From an optimization exercise on the open Yosys and OpenROAD flow, aimed at small area and a short achievable clock period; shortcuts taken in it are not production practice. In this exercise RTL edits were held to simulation tests only and were not proved equivalent to the original. Power and IR drop assume default switching activity.

==> inputs of run a <==
## multi_channel_snooper
module multi_channel_snooper
#(
    parameter int NUM_CH      = 4,
    parameter int TDATA_WIDTH = 512,
    parameter int TKEEP_WIDTH = TDATA_WIDTH / 8,
    parameter int CNT_WIDTH   = 20
) (
    input  logic                          clk,
    input  logic                          areset,
    input  logic [NUM_CH*TKEEP_WIDTH-1:0] mon_TKEEP,
    input  logic [NUM_CH-1:0]             mon_TVALID,
    input  logic [NUM_CH-1:0]             mon_TREADY,
    input  logic [NUM_CH-1:0]             mon_TLAST,
    input  logic [NUM_CH-1:0]             ch_enable,
    input  logic                          measure,
    output logic [63:0]                   report_TDATA,
    output logic [7:0]                    report_TKEEP,
    output logic                          report_TVALID,
    input  logic                          report_TREADY,
    output logic                          report_TLAST,
    output logic                          busy,
    output logic [NUM_CH*CNT_WIDTH-1:0]   pkt_size,
    output logic [NUM_CH-1:0]             pkt_size_valid,
    output logic                          measure_sync_out
);
    localparam int NUM_WORDS = 1 + snoop_pkg::WORDS_PER_CH * NUM_CH;
    localparam int IDX_W     = $clog2(NUM_WORDS);
    localparam logic [CNT_WIDTH-1:0] ONES = '1;
    snoop_pkg::state_t    state;
    logic                 clear;
    logic                 in_measure;
  ...
Settings: LEC_CHECK=0, CAP_MARGIN=20, CORE_MARGIN=2, CORE_UTILIZATION=40, CTS_CLUSTER_DIAMETER=120, CTS_CLUSTER_SIZE=24, SLEW_MARGIN=20; clock period 14.0 ns.
run.sh (not shown) runs the stock make flow with config.mk's settings and CLKGATE_MAP_FILE= SYNTH_SCRIPT=/design/flow/synth_recipe.tcl, a recipe that flattens the netlist after the stock synthesis.
==> run b (differences from run a) <==
==> flow/flow/run.sh (new file) <==
#!/bin/bash
# Layout flow: the standard layout (standard synthesis unchanged), with the port buffers
# made from a small buffer instead of the resizer's default delay cell, timing repair aiming
# for a setup slack of 8 ns at the design's clock, and a leaner clock tree. Every tool's
# output goes to a log file in this folder; ORFS keeps its per-step logs under orfs/logs/.
set -euo pipefail
bash standard.sh synth > synth.log 2>&1
bash standard.sh "BUFFER_PORTS_ARGS=-buffer_cell sky130_fd_sc_hd__buf_1" SETUP_SLACK_MARGIN=8.3 TNS_END_PERCENT=5 \
    "CTS_ARGS=-sink_clustering_enable -repair_clock_nets -dont_use_dummy_load -sink_clustering_size 24 -sink_clustering_max_diameter 120" finish > layout.log 2>&1
==> flow/standard.sh (new file) <==
#!/bin/bash
# synth_recipe.tcl (not shown) runs the flow's synth.tcl, then flattens the netlist and writes it again
# the make line also repeats each setting of config.mk as NAME=value (left out here)
make -C /OpenROAD-flow-scripts/flow DESIGN_CONFIG=/design/flow/config.mk WORK_HOME=/design/flow/orfs CLKGATE_MAP_FILE= SYNTH_SCRIPT=/design/flow/synth_recipe.tcl "${@:-finish}"
Settings changed: CTS_CLUSTER_DIAMETER 120 to not set, CTS_CLUSTER_SIZE 24 to not set.
removed: flow/run.sh
==> run c (differences from run a) <==
==> flow/flow/run.sh (new file) <==
#!/bin/bash
# Layout flow: the standard layout (standard synthesis unchanged), with the port buffers
# made from a small buffer instead of the resizer's default delay cell, timing repair aiming
# for a setup slack of 8 ns at the design's clock, and a leaner clock tree. Every tool's
# output goes to a log file in this folder; ORFS keeps its per-step logs under orfs/logs/.
set -euo pipefail
bash standard.sh synth > synth.log 2>&1
bash standard.sh "BUFFER_PORTS_ARGS=-buffer_cell sky130_fd_sc_hd__buf_1" SETUP_SLACK_MARGIN=8 \
    "CTS_ARGS=-sink_clustering_enable -repair_clock_nets -dont_use_dummy_load -sink_clustering_size 24 -sink_clustering_max_diameter 120" finish > layout.log 2>&1
==> flow/standard.sh (new file) <==
#!/bin/bash
# synth_recipe.tcl (not shown) runs the flow's synth.tcl, then flattens the netlist and writes it again
# the make line also repeats each setting of config.mk as NAME=value (left out here)
make -C /OpenROAD-flow-scripts/flow DESIGN_CONFIG=/design/flow/config.mk WORK_HOME=/design/flow/orfs CLKGATE_MAP_FILE= SYNTH_SCRIPT=/design/flow/synth_recipe.tcl "${@:-finish}"
Settings changed: CORE_UTILIZATION 40 to 60, CTS_CLUSTER_DIAMETER 120 to not set, CTS_CLUSTER_SIZE 24 to not set.
removed: flow/run.sh
==> run d (differences from run a) <==
==> flow/flow/run.sh (new file) <==
#!/bin/bash
# Layout flow: the standard layout (standard synthesis unchanged), with the port buffers
# made from a small buffer instead of the resizer's default delay cell, timing repair aiming
# for a setup slack of 8 ns at the design's clock, and a leaner clock tree. Every tool's
# output goes to a log file in this folder; ORFS keeps its per-step logs under orfs/logs/.
set -euo pipefail
bash standard.sh synth > synth.log 2>&1
bash standard.sh "BUFFER_PORTS_ARGS=-buffer_cell sky130_fd_sc_hd__buf_1" \
    "CTS_ARGS=-sink_clustering_enable -repair_clock_nets -dont_use_dummy_load -sink_clustering_size 24 -sink_clustering_max_diameter 120" finish > layout.log 2>&1
==> flow/standard.sh (new file) <==
#!/bin/bash
# synth_recipe.tcl (not shown) runs the flow's synth.tcl, then flattens the netlist and writes it again
# the make line also repeats each setting of config.mk as NAME=value (left out here)
make -C /OpenROAD-flow-scripts/flow DESIGN_CONFIG=/design/flow/config.mk WORK_HOME=/design/flow/orfs CLKGATE_MAP_FILE= SYNTH_SCRIPT=/design/flow/synth_recipe.tcl "${@:-finish}"
Settings changed: CTS_CLUSTER_DIAMETER 120 to not set, CTS_CLUSTER_SIZE 24 to not set.
removed: flow/run.sh
==> qor summary <==
quantity	run d	run a	run b	run c
Multi-input gate share of total cell area	0.5186	0.4843	0.5218	0.5309
DIE AREA	84450 sq um	84450 sq um	84450 sq um	56650 sq um
Core Footprint	81720 sq um	81720 sq um	81720 sq um	54030 sq um
Final instance count without filler cells	4787	4804	4854	4448
Worst clock skew on the final layout	0.04316 ns	0.02101 ns	0.03198 ns	0.06506 ns
Routed wirelength normalized by instance count	22.95 um	23.34 um	22.83 um	24.07 um
Final Critical Period	6.837 ns	7.317 ns	5.908 ns	6.023 ns
Fin crit share	0.4883	0.5226	0.4220	0.4302
Outcome	finished clean	finished clean	finished clean	finished clean
Flop pwr share	0.395	0.380	0.377	0.369
Highest cell delay on the worst timing path	0.62 ns	0.68 ns	0.52 ns	0.55 ns
CP max stage cell	sky130_fd_sc_hd__a21oi_1	sky130_fd_sc_hd__clkdlybuf4s50_1	sky130_fd_sc_hd__fa_1	sky130_fd_sc_hd__fa_1
Total area of multi-input combinational cells	18680 sq um	18680 sq um	19520 sq um	19430 sq um
Worst hold margin	0.4985 ns	0.5066 ns	0.5006 ns	0.5015 ns

static timing again, ports no longer ideal:
In the flow no input, the clock included, has a driving cell. The finished layouts below were timed again as built, in two steps.
Step 1 assumes that a clkbuf_16 drives the clock port and a buf_2 every other input.
Step 2 times the ports against the registers' clock, not the clock port: input delays grow and output delays shrink by t, the midpoint of the rising clock arrivals with the driver on.
Three values: ideal ports, drivers, drivers and shift; two values: the first two.
run	t (ns)	setup slack, ns	latest minus earliest clock arrival (ns)	worst register clock-pin slew, ns
run a	0.683	6.683 / 6.611 / 7.005	0.022 / 0.022	0.11 / 0.11
run b	0.665	8.092 / 8.029 / 7.461	0.036 / 0.037	0.11 / 0.11
run c	0.643	7.977 / 7.991 / 7.348	0.066 / 0.067	0.11 / 0.11
run d	0.672	7.163 / 7.092 / 7.353	0.043 / 0.043	0.10 / 0.10
After both steps every run listed still meets setup and hold. For run b, which loses most, drivers alone change the setup slack by -0.063 ns; drivers and shift together by -0.631 ns.
